Background: an optimization exercise with open tools, aiming at small area and few clock cycles per item. Do not read the settings as production practice. At most, simulation tests tie the RTL to the original design; equivalence was not proved.

Design pixel_false_color_mapper, start of the top module:
module pixel_false_color_mapper (
	input  wire                              clk,
	input  wire                              arst_n,
	input  wire                              cfg_valid,
	output logic                             cfg_ready,
	input  wire [pfcm_pkg::CFG_IDX_W-1:0]    cfg_index,
	input  wire [pfcm_pkg::CFG_DATA_W-1:0]   cfg_data,
	input  wire                              s_axis_tvalid,
	output logic                             s_axis_tready,
	input  wire [pfcm_pkg::PIX_W-1:0]        s_axis_tdata,    
	output logic                             m_axis_tvalid,
	input  wire                              m_axis_tready,
	output logic [3*pfcm_pkg::CH_W-1:0]      m_axis_tdata     
);
export LEC_CHECK = 0
export ABC_AREA = 1
export CAP_MARGIN = 20
export CORE_MARGIN = 2
export CORE_UTILIZATION = 40
export GPL_TIMING_DRIVEN = 0
export SETUP_SLACK_MARGIN = 0.1
export SLEW_MARGIN = 20
create_clock -name core_clock -period 8.0 [get_ports {clk}]
standard.sh (not shown) runs the stock make flow with config.mk's settings and CLKGATE_MAP_FILE= SYNTH_SCRIPT=/design/flow/synth_recipe.tcl, a recipe that flattens the netlist after the stock synthesis.
==> flow/flow/run.sh <==
#!/bin/bash
# Layout flow: the standard ORFS flow, with two synthesis changes and smaller port buffers.
#  - synthesis uses a local copy of the ORFS scripts whose area ABC script runs &deepsyn
#    and area-oriented mapping; half adders are left to ABC as plain gates.
#  - port buffers are sky130_fd_sc_hd__buf_1 (every port still gets its own buffer).
# Each step's full output goes to a log file in this folder.
set -euo pipefail
WORK=$(pwd)
rm -rf "$WORK/scripts_local"
cp -r "$FLOW_HOME/scripts" "$WORK/scripts_local"
cat > "$WORK/scripts_local/abc_area.script" <<'ABC'
strash
&get -n
&deepsyn -T 120
&put
dch
map -a
topo
stime -c
buffer -c
upsize -c
dnsize -c
ABC
DU_BASE=$(make -s -f - print <<'MK'
include $(FLOW_HOME)/platforms/sky130hd/config.mk
print:
	@echo $(DONT_USE_CELLS)
MK
)
bash standard.sh SCRIPTS_DIR="$WORK/scripts_local" \
	DONT_USE_CELLS="$DU_BASE sky130_fd_sc_hd__ha_1 sky130_fd_sc_hd__ha_2 sky130_fd_sc_hd__ha_4" \
	synth > "$WORK/synth.log" 2>&1
bash standard.sh BUFFER_PORTS_ARGS="-buffer_cell sky130_fd_sc_hd__buf_1" \
	CTS_ARGS="-buf_list sky130_fd_sc_hd__clkbuf_4 -dont_use_dummy_load" \
	finish > "$WORK/layout.log" 2>&1
Then changed:
--- a/flow/flow/run.sh
+++ b/flow/flow/run.sh
@@ -1,6 +1,5 @@
 #!/bin/bash
-# Layout flow: the standard ORFS flow, with two synthesis changes and smaller port buffers.
+# Layout flow: the standard ORFS flow, with two synthesis changes.
 #  - synthesis uses a local copy of the ORFS scripts whose area ABC script runs &deepsyn
 #    and area-oriented mapping; half adders are left to ABC as plain gates.
-#  - port buffers are sky130_fd_sc_hd__buf_1 (every port still gets its own buffer).
 # Each step's full output goes to a log file in this folder.
@@ -32,4 +31,2 @@
 	synth > "$WORK/synth.log" 2>&1
-bash standard.sh BUFFER_PORTS_ARGS="-buffer_cell sky130_fd_sc_hd__buf_1" \
-	CTS_ARGS="-buf_list sky130_fd_sc_hd__clkbuf_4 -dont_use_dummy_load" \
-	finish > "$WORK/layout.log" 2>&1
+bash standard.sh finish > "$WORK/layout.log" 2>&1
- final cell count drops by 0.60%
- wire length drops by 5.2%
- worst setup slack is better by 0.057 ns
- cell area climbs by 2.6%
- die area stays the same
- core utilization climbs by 1.3 points
- global-route usage drops by 1.8 points
Function was not checked in any run of this note: the RTL went through the layout flow alone.

---

The RTL this note starts from:
==> flow/design.v <==
`default_nettype none
package pfcm_pkg;
	localparam int PIX_W      = 16;
	localparam int CH_W       = 8;
	localparam int DEPTH_W    = 5;
	localparam int MODE_W     = 2;
	localparam int CFG_IDX_W  = 1;
	localparam int CFG_DATA_W = 5;
	localparam logic [CFG_IDX_W-1:0] REG_BIT_DEPTH  = 1'b0;
	localparam logic [CFG_IDX_W-1:0] REG_COLOR_MODE = 1'b1;
	localparam logic [MODE_W-1:0] MODE_GREY = 2'd0;
	localparam logic [MODE_W-1:0] MODE_SAT  = 2'd1;
	localparam logic [MODE_W-1:0] MODE_HEAT = 2'd2;
	localparam logic [3:0] DM1_RESET = 4'd7;
endpackage
`default_nettype wire
`default_nettype none
module pfcm_chan_red (
	input  wire [2:0]  s,
	input  wire [7:0]  f,
	input  wire        x12,
	output logic [7:0] value
);
	function automatic logic [7:0] mag(input logic [2:0] i);
		case (i)
			3'd0: mag = 8'd47;
			3'd1: mag = 8'd47;
			3'd2: mag = 8'd90;
			3'd3: mag = 8'd165;
			3'd4: mag = 8'd15;
			3'd5: mag = 8'd15;
			3'd6: mag = 8'd19;
			3'd7: mag = 8'd19;
			default: mag = '0;
		endcase
	endfunction
	function automatic logic [0:0] neg(input logic [2:0] i);
		case (i)
			3'd0: neg = 1'd0;
			3'd1: neg = 1'd1;
			3'd2: neg = 1'd0;
			3'd3: neg = 1'd0;
			3'd4: neg = 1'd1;
			3'd5: neg = 1'd0;
			3'd6: neg = 1'd1;
			3'd7: neg = 1'd0;
			default: neg = '0;
		endcase
	endfunction
	function automatic logic [15:0] cc(input logic [3:0] i);
		case (i)
			4'd0: cc = 16'd128;
			4'd1: cc = 16'd175;
			4'd2: cc = 16'd175;
			4'd3: cc = 16'd128;
			4'd4: cc = 16'd128;
			4'd5: cc = 16'd218;
			4'd6: cc = 16'd23168;
			4'd7: cc = 16'd23333;
			4'd8: cc = 16'd61583;
			4'd9: cc = 16'd61568;
			4'd10: cc = 16'd61568;
			4'd11: cc = 16'd61583;
			4'd12: cc = 16'd60563;
			4'd13: cc = 16'd60544;
			4'd14: cc = 16'd60544;
			4'd15: cc = 16'd60563;
			default: cc = '0;
		endcase
	endfunction
	logic [15:0] z;
	logic [7:0]  m;
	logic [7:0]  fp;
	always_comb begin
		m  = mag(s);
		fp = f ^ {8{neg(s)}};
		z  = cc({s, x12});
		for (int j = 0; j < 8; j++)
			z = z + (fp[j] ? (16'(m) << j) : 16'd0);
		value = z[15:8];
	end
endmodule
module pfcm_chan_green (
	input  wire [2:0]  s,
	input  wire [7:0]  f,
	input  wire        x12,
	output logic [7:0] value
);
	function automatic logic [7:0] mag(input logic [2:0] i);
		case (i)
			3'd0: mag = 8'd50;
			3'd1: mag = 8'd146;
			3'd2: mag = 8'd6;
			3'd3: mag = 8'd35;
			3'd4: mag = 8'd85;
			3'd5: mag = 8'd140;
			3'd6: mag = 8'd19;
			3'd7: mag = 8'd236;
			default: mag = '0;
		endcase
	endfunction
	function automatic logic [0:0] neg(input logic [2:0] i);
		case (i)
			3'd0: neg = 1'd0;
			3'd1: neg = 1'd0;
			3'd2: neg = 1'd1;
			3'd3: neg = 1'd0;
			3'd4: neg = 1'd1;
			3'd5: neg = 1'd1;
			3'd6: neg = 1'd0;
			3'd7: neg = 1'd0;
			default: neg = '0;
		endcase
	endfunction
	function automatic logic [15:0] cc(input logic [3:0] i);
		case (i)
			4'd0: cc = 16'd128;
			4'd1: cc = 16'd178;
			4'd2: cc = 16'd12928;
			4'd3: cc = 16'd13074;
			4'd4: cc = 16'd48774;
			4'd5: cc = 16'd48768;
			4'd6: cc = 16'd48768;
			4'd7: cc = 16'd48803;
			4'd8: cc = 16'd36053;
			4'd9: cc = 16'd35968;
			4'd10: cc = 16'd268;
			4'd11: cc = 16'd128;
			4'd12: cc = 16'd128;
			4'd13: cc = 16'd147;
			4'd14: cc = 16'd4992;
			4'd15: cc = 16'd5228;
			default: cc = '0;
		endcase
	endfunction
	logic [15:0] z;
	logic [7:0]  m;
	logic [7:0]  fp;
	always_comb begin
		m  = mag(s);
		fp = f ^ {8{neg(s)}};
		z  = cc({s, x12});
		for (int j = 0; j < 8; j++)
			z = z + (fp[j] ? (16'(m) << j) : 16'd0);
		value = z[15:8];
	end
endmodule
module pfcm_chan_blue (
	input  wire [2:0]  s,
	input  wire [7:0]  f,
	input  wire        x12,
	output logic [7:0] value
);
	function automatic logic [7:0] mag(input logic [2:0] i);
		case (i)
			3'd0: mag = 8'd140;
			3'd1: mag = 8'd115;
			3'd2: mag = 8'd221;
			3'd3: mag = 8'd34;
			3'd4: mag = 8'd11;
			3'd5: mag = 8'd11;
			3'd6: mag = 8'd142;
			3'd7: mag = 8'd113;
			default: mag = '0;
		endcase
	endfunction
	function automatic logic [0:0] neg(input logic [2:0] i);
		case (i)
			3'd0: neg = 1'd0;
			3'd1: neg = 1'd0;
			3'd2: neg = 1'd1;
			3'd3: neg = 1'd1;
			3'd4: neg = 1'd0;
			3'd5: neg = 1'd1;
			3'd6: neg = 1'd0;
			3'd7: neg = 1'd0;
			default: neg = '0;
		endcase
	endfunction
	function automatic logic [15:0] cc(input logic [3:0] i);
		case (i)
			4'd0: cc = 16'd128;
			4'd1: cc = 16'd268;
			4'd2: cc = 16'd35968;
			4'd3: cc = 16'd36083;
			4'd4: cc = 16'd9053;
			4'd5: cc = 16'd8832;
			4'd6: cc = 16'd162;
			4'd7: cc = 16'd128;
			4'd8: cc = 16'd128;
			4'd9: cc = 16'd139;
			4'd10: cc = 16'd139;
			4'd11: cc = 16'd128;
			4'd12: cc = 16'd128;
			4'd13: cc = 16'd270;
			4'd14: cc = 16'd36480;
			4'd15: cc = 16'd36593;
			default: cc = '0;
		endcase
	endfunction
	logic [15:0] z;
	logic [7:0]  m;
	logic [7:0]  fp;
	always_comb begin
		m  = mag(s);
		fp = f ^ {8{neg(s)}};
		z  = cc({s, x12});
		for (int j = 0; j < 8; j++)
			z = z + (fp[j] ? (16'(m) << j) : 16'd0);
		value = z[15:8];
	end
endmodule
`default_nettype wire
`default_nettype none
import pfcm_pkg::*;
module pixel_false_color_mapper (
	input  wire                              clk,
	input  wire                              arst_n,
	input  wire                              cfg_valid,
	output logic                             cfg_ready,
	input  wire [pfcm_pkg::CFG_IDX_W-1:0]    cfg_index,
	input  wire [pfcm_pkg::CFG_DATA_W-1:0]   cfg_data,
	input  wire                              s_axis_tvalid,
	output logic                             s_axis_tready,
	input  wire [pfcm_pkg::PIX_W-1:0]        s_axis_tdata,    
	output logic                             m_axis_tvalid,
	input  wire                              m_axis_tready,
	output logic [3*pfcm_pkg::CH_W-1:0]      m_axis_tdata     
);
	logic [3:0] dm1_q;
	logic       heat_q, satm_q;
	assign cfg_ready = 1'b1;
	always_ff @(posedge clk or negedge arst_n) begin
		if (!arst_n) begin
			dm1_q  <= DM1_RESET;
			heat_q <= 1'b0;
			satm_q <= 1'b0;
		end else if (cfg_valid) begin
			if (cfg_index == REG_BIT_DEPTH) begin
				if (cfg_data == 5'd0)
					dm1_q <= 4'd0;
				else if (cfg_data[4])
					dm1_q <= 4'd15;
				else
					dm1_q <= cfg_data[3:0] - 4'd1;
			end else begin
				heat_q <= (cfg_data[1:0] == MODE_HEAT);
				satm_q <= (cfg_data[1:0] == MODE_SAT);
			end
		end
	end
	logic v_q;
	assign s_axis_tready = !v_q || m_axis_tready;
	assign m_axis_tvalid = v_q;
	always_ff @(posedge clk or negedge arst_n) begin
		if (!arst_n)
			v_q <= 1'b0;
		else if (s_axis_tready)
			v_q <= s_axis_tvalid;
	end
	logic [15:0] pix;
	logic [15:0] msk;
	logic        over;
	logic [25:1] xp;
	logic [25:1] x;
	logic        sat;
	logic [15:0] w1, w2;
	logic        inc, dec;
	logic [7:0]  g;
	logic [11:0] val_n;
	always_comb begin
		pix = s_axis_tdata;
		for (int i = 0; i < 16; i++)
			msk[i] = (4'(i) <= dm1_q);
		over = |(pix & ~msk);
		for (int k = 1; k <= 25; k++) begin
			xp[k] = 1'b0;
			for (int dd = 1; dd <= 16; dd++)
				if (dm1_q == 4'(dd - 1))
					xp[k] = pix[dd - 1 - ((k - 1) % dd)];
		end
		x = over ? '1 : xp;
		sat = over;
		if (!over) begin
			sat = 1'b1;
			for (int i = 1; i < 16; i++)
				if (msk[i] && !pix[i]) sat = 1'b0;
		end
		for (int j = 0; j < 16; j++) begin
			w1[15 - j] = x[10 + j];
			w2[15 - j] = x[2 + j];
		end
		inc = !x[1] && x[9] && (w1 >= w2);
		dec = x[1] && !x[9] && (w2 > w1);
		g = {x[1], x[2], x[3], x[4], x[5], x[6], x[7], x[8]} + 8'(inc) - 8'(dec);
		if (heat_q)
			val_n = {x[12], x[1], x[2], x[3], x[4], x[5], x[6], x[7], x[8], x[9], x[10], x[11]};
		else
			val_n = {3'b000, satm_q && sat, g};
	end
	logic [11:0] val_q;
	logic        hm_q;
	always_ff @(posedge clk) begin
		if (s_axis_tready) begin
			val_q <= val_n;
			hm_q  <= heat_q;
		end
	end
	logic [7:0] hv [0:2];
	pfcm_chan_red   u_red   (.s(val_q[10:8]), .f(val_q[7:0]), .x12(val_q[11]), .value(hv[0]));
	pfcm_chan_green u_green (.s(val_q[10:8]), .f(val_q[7:0]), .x12(val_q[11]), .value(hv[1]));
	pfcm_chan_blue  u_blue  (.s(val_q[10:8]), .f(val_q[7:0]), .x12(val_q[11]), .value(hv[2]));
	always_comb begin
		if (hm_q)
			m_axis_tdata = {hv[2], hv[1], hv[0]};
		else if (val_q[8])
			m_axis_tdata = 24'h0000ff;
		else
			m_axis_tdata = {3{val_q[7:0]}};
	end
endmodule
`default_nettype wire
export LEC_CHECK = 0
export CAP_MARGIN = 20
export CORE_MARGIN = 2
export CORE_UTILIZATION = 40
export SETUP_SLACK_MARGIN = 0.15
export SLEW_MARGIN = 20
create_clock -name core_clock -period 8.0 [get_ports {clk}]
run.sh (not shown) runs the stock make flow with config.mk's settings and CLKGATE_MAP_FILE= SYNTH_SCRIPT=/design/flow/synth_recipe.tcl, a recipe that flattens the netlist after the stock synthesis.
Stock flow here: none of the scripts above is used.
The baseline finished clean.
Testbench counts at the start, summed over its fixed seeds: cycles 16,078, items 16,000.
Change:
ABC_AREA = 1   (was not set)
Register-to-register slack improved by 410 ps; via count is higher by about 0.6%; worst setup slack gets better by 60 ps; synthesized area is lower by about 1.8%; hold slack gains 66 ps; clock skew decreases by 4.0 ps; non-clock buffer count went down by 63; final cell count rose by 6.9%.

---

Setup of P:
Another version of the RTL of pixel_false_color_mapper (not shown whole).
Size: about 1200 cells after synthesis.
Settings: LEC_CHECK=0, ABC_AREA=1, CAP_MARGIN=20, CORE_MARGIN=2, CORE_UTILIZATION=40, GPL_TIMING_DRIVEN=0, SETUP_SLACK_MARGIN=0.1, SLEW_MARGIN=20; clock period 8.0 ns.
standard.sh (not shown) runs the stock make flow with config.mk's settings and CLKGATE_MAP_FILE= SYNTH_SCRIPT=/design/flow/synth_recipe.tcl, a recipe that flattens the netlist after the stock synthesis.
==> flow/flow/run.sh <==
#!/bin/bash
# Layout flow: the standard ORFS flow, with two synthesis changes, smaller port buffers and a smaller clock tree.
#  - synthesis uses a local copy of the ORFS scripts whose area ABC script runs &deepsyn
#    and area-oriented mapping; half adders are left to ABC as plain gates.
#  - port buffers are sky130_fd_sc_hd__buf_1 (every port still gets its own buffer).
#  - the clock tree uses sky130_fd_sc_hd__clkbuf_8 and no dummy loads.
# Each step's full output goes to a log file in this folder.
set -euo pipefail
WORK=$(pwd)
rm -rf "$WORK/scripts_local"
cp -r "$FLOW_HOME/scripts" "$WORK/scripts_local"
cat > "$WORK/scripts_local/abc_area.script" <<'ABC'
strash
&get -n
&deepsyn -T 120
&put
dch
map -a
topo
stime -c
buffer -c
upsize -c
dnsize -c
ABC
DU_BASE=$(make -s -f - print <<'MK'
include $(FLOW_HOME)/platforms/sky130hd/config.mk
print:
	@echo $(DONT_USE_CELLS)
MK
)
bash standard.sh SCRIPTS_DIR="$WORK/scripts_local" \
	DONT_USE_CELLS="$DU_BASE sky130_fd_sc_hd__ha_1 sky130_fd_sc_hd__ha_2 sky130_fd_sc_hd__ha_4" \
	synth > "$WORK/synth.log" 2>&1
bash standard.sh BUFFER_PORTS_ARGS="-buffer_cell sky130_fd_sc_hd__buf_1" \
	CTS_ARGS="-buf_list sky130_fd_sc_hd__clkbuf_8 -dont_use_dummy_load" \
	finish > "$WORK/layout.log" 2>&1
P finished every stage and its layout cleared the timing, DRC and antenna checks.
Testbench counts of P, summed over its fixed seeds: cycles 16,078, items 16,000.
#### Input delta (Q over P)
# P
export LEC_CHECK = 0
export ABC_AREA = 1
export CAP_MARGIN = 20
export CORE_MARGIN = 2
export CORE_UTILIZATION = 40
export GPL_TIMING_DRIVEN = 0
export SETUP_SLACK_MARGIN = 0.1
export SLEW_MARGIN = 20
create_clock -name core_clock -period 8.0 [get_ports {clk}]
# Q
export LEC_CHECK = 0
export ABC_AREA = 1
export CAP_MARGIN = 20
export CORE_MARGIN = 2
export CORE_UTILIZATION = 60
export GPL_TIMING_DRIVEN = 0
export SETUP_SLACK_MARGIN = 0.1
export SLEW_MARGIN = 20
create_clock -name core_clock -period 8.0 [get_ports {clk}]
diff --git a/flow/flow/run.sh b/flow/flow/run.sh
--- a/flow/flow/run.sh
+++ b/flow/flow/run.sh
@@ -2,5 +2,5 @@
 # Layout flow: the standard ORFS flow, with two synthesis changes, smaller port buffers and a smaller clock tree.
 #  - synthesis uses a local copy of the ORFS scripts whose area ABC script runs &deepsyn
-#    and area-oriented mapping; half adders are left to ABC as plain gates.
+#    and area recovery under a delay target; half adders are left to ABC as plain gates.
 #  - port buffers are sky130_fd_sc_hd__buf_1 (every port still gets its own buffer).
 #  - the clock tree uses sky130_fd_sc_hd__clkbuf_8 and no dummy loads.
@@ -16,5 +16,5 @@
 &put
 dch
-map -a
+map -D 2500
 topo
 stime -c
--- outcome ---
Q went all the way through the flow, and no timing, DRC or antenna check failed. Relative to P, the hold slack of Q is higher by 0.024 ns. On Q: core utilization is 20 points higher than what P gave. Looking at routing layer with the top usage in global route, the met1 result is from P; the met2 one comes from Q. P → Q: peak clock frequency supported by timing comparable; wire length now sits lower; via density per instance shows an increase of 11%; well-tap cell count fell by 86. Q vs. P: buffering overhead went down; first-pass GRT wire length went down.
Here is what was changed in the inputs of R compared with Q.
# Q
export LEC_CHECK = 0
export ABC_AREA = 1
export CAP_MARGIN = 20
export CORE_MARGIN = 2
export CORE_UTILIZATION = 60
export GPL_TIMING_DRIVEN = 0
export SETUP_SLACK_MARGIN = 0.1
export SLEW_MARGIN = 20
create_clock -name core_clock -period 8.0 [get_ports {clk}]
# R
export LEC_CHECK = 0
export ABC_AREA = 1
export CAP_MARGIN = 20
export CORE_MARGIN = 2
export CORE_UTILIZATION = 40
export GPL_TIMING_DRIVEN = 0
export SETUP_SLACK_MARGIN = 0.1
export SLEW_MARGIN = 20
create_clock -name core_clock -period 8.0 [get_ports {clk}]
diff --git a/flow/flow/run.sh b/flow/flow/run.sh
--- a/flow/flow/run.sh
+++ b/flow/flow/run.sh
@@ -16,5 +16,5 @@
 &put
 dch
-map -D 2500
+map -D 4000
 topo
 stime -c
Results
- R: critical path depth is 44% higher than what Q reported.
- From Q to R the numbers moved as follows: multiplexer area fraction after synthesis has remained practically unchanged, layout filler cell count has increased, number of ordinary and repair buffers in the finished layout has increased.
- Diff Q -> R | register fraction of the total cell area | decrease of 0.28 points
Changes in S relative to R:
diff --git a/flow/flow/run.sh b/flow/flow/run.sh
--- a/flow/flow/run.sh
+++ b/flow/flow/run.sh
@@ -2,5 +2,5 @@
 # Layout flow: the standard ORFS flow, with two synthesis changes, smaller port buffers and a smaller clock tree.
 #  - synthesis uses a local copy of the ORFS scripts whose area ABC script runs &deepsyn
-#    and area recovery under a delay target; half adders are left to ABC as plain gates.
+#    and area-oriented mapping (amap); half adders are left to ABC as plain gates.
 #  - port buffers are sky130_fd_sc_hd__buf_1 (every port still gets its own buffer).
 #  - the clock tree uses sky130_fd_sc_hd__clkbuf_8 and no dummy loads.
@@ -15,6 +15,6 @@
 &deepsyn -T 120
 &put
-dch
-map -D 4000
+dch -f
+amap
 topo
 stime -c
## What came out
Summary — data arrival at the endpoint of the critical path, S relative to R: higher, by 0.08 ns.
Delta(met2 wire length, S - R) > 0
Per the final summary, R finished and its layout is clean on timing, DRC and antenna.
Per the final summary, S finished and its layout is clean on timing, DRC and antenna.
Delta (S minus R): area after synthesis now sits lower; sequential share of layout area now sits at about the same level; global routing usage on met3 now sits lower; first-pass GRT wire length now sits lower.
Worst hold slack, S and R: lower on S
[inputs] T vs S
diff --git a/flow/flow/run.sh b/flow/flow/run.sh
--- a/flow/flow/run.sh
+++ b/flow/flow/run.sh
@@ -2,5 +2,5 @@
 # Layout flow: the standard ORFS flow, with two synthesis changes, smaller port buffers and a smaller clock tree.
 #  - synthesis uses a local copy of the ORFS scripts whose area ABC script runs &deepsyn
-#    and area-oriented mapping (amap); half adders are left to ABC as plain gates.
+#    and area recovery under a delay target; half adders are left to ABC as plain gates.
 #  - port buffers are sky130_fd_sc_hd__buf_1 (every port still gets its own buffer).
 #  - the clock tree uses sky130_fd_sc_hd__clkbuf_8 and no dummy loads.
@@ -15,6 +15,6 @@
 &deepsyn -T 120
 &put
-dch -f
-amap
+dch
+map -D 2500
 topo
 stime -c
==> results.txt <==
- met1 routing resource usage after global routing ends up lower on S.
- Comparing T with S, the proportion of cell area spent on the clock network came out essentially unchanged.
- Relative to S, core utilization has gone down in T.
- Looking at arithmetic-cell share of the synthesized area counting full adders, half adders and majority gates across S and T, the one that comes out lower is T.

-- static timing again, ports no longer ideal --
The results above use ideal ports. As a check the final layouts listed here were re-extracted and re-timed, cells and wires unchanged.
Step 1 sets driving cells, clkbuf_16 on the clock port and buf_2 on the other inputs (assumed; they add their load-dependent delay and slew).
Step 2 times the ports against the registers' clock, not the clock port: input delays grow and output delays shrink by t, the midpoint of the rising clock arrivals with the driver on.
Three values: ideal, step 1, step 2; two values: the first two.
| run | t, ns | setup WS [ns] | worst setup path at the end | clock arrival spread, ns | worst register clock-pin slew, ns |
|---|---|---|---|---|---|
| the first run of note 1 | 0.316 | 0.352 / 0.329 / 0.176 | input to register | 0.019 / 0.019 | 0.12 / 0.12 |
| the second run of note 1 | 0.284 | 0.408 / 0.378 / 0.258 | input to register | 0.005 / 0.005 | 0.06 / 0.06 |
| the first run of note 2 | 0.288 | 0.304 / 0.273 / 0.391 | input to register | 0.007 / 0.007 | 0.06 / 0.06 |
| the second run of note 2 | 0.282 | 0.364 / 0.333 / 0.456 | input to register | 0.003 / 0.003 | 0.06 / 0.06 |
| P | 0.280 | 0.487 / 0.460 / 0.741 | register to output | 0.007 / 0.007 | 0.07 / 0.07 |
| Q | 0.272 | 0.471 / 0.447 / 0.718 | register to output | 0.002 / 0.001 | 0.07 / 0.07 |
| R | 0.280 | 0.415 / 0.388 / 0.668 | register to output | 0.007 / 0.007 | 0.08 / 0.08 |
| S | 0.282 | 0.334 / 0.311 / 0.593 | register to output | 0.003 / 0.003 | 0.07 / 0.07 |
| T | 0.272 | 0.539 / 0.517 / 0.789 | register to output | 0.019 / 0.020 | 0.08 / 0.08 |
After both steps setup and hold are still met in every run listed. The setup slack of the first run of note 1, which loses most, moves by -0.023 ns with the drivers and by -0.176 ns with both steps.
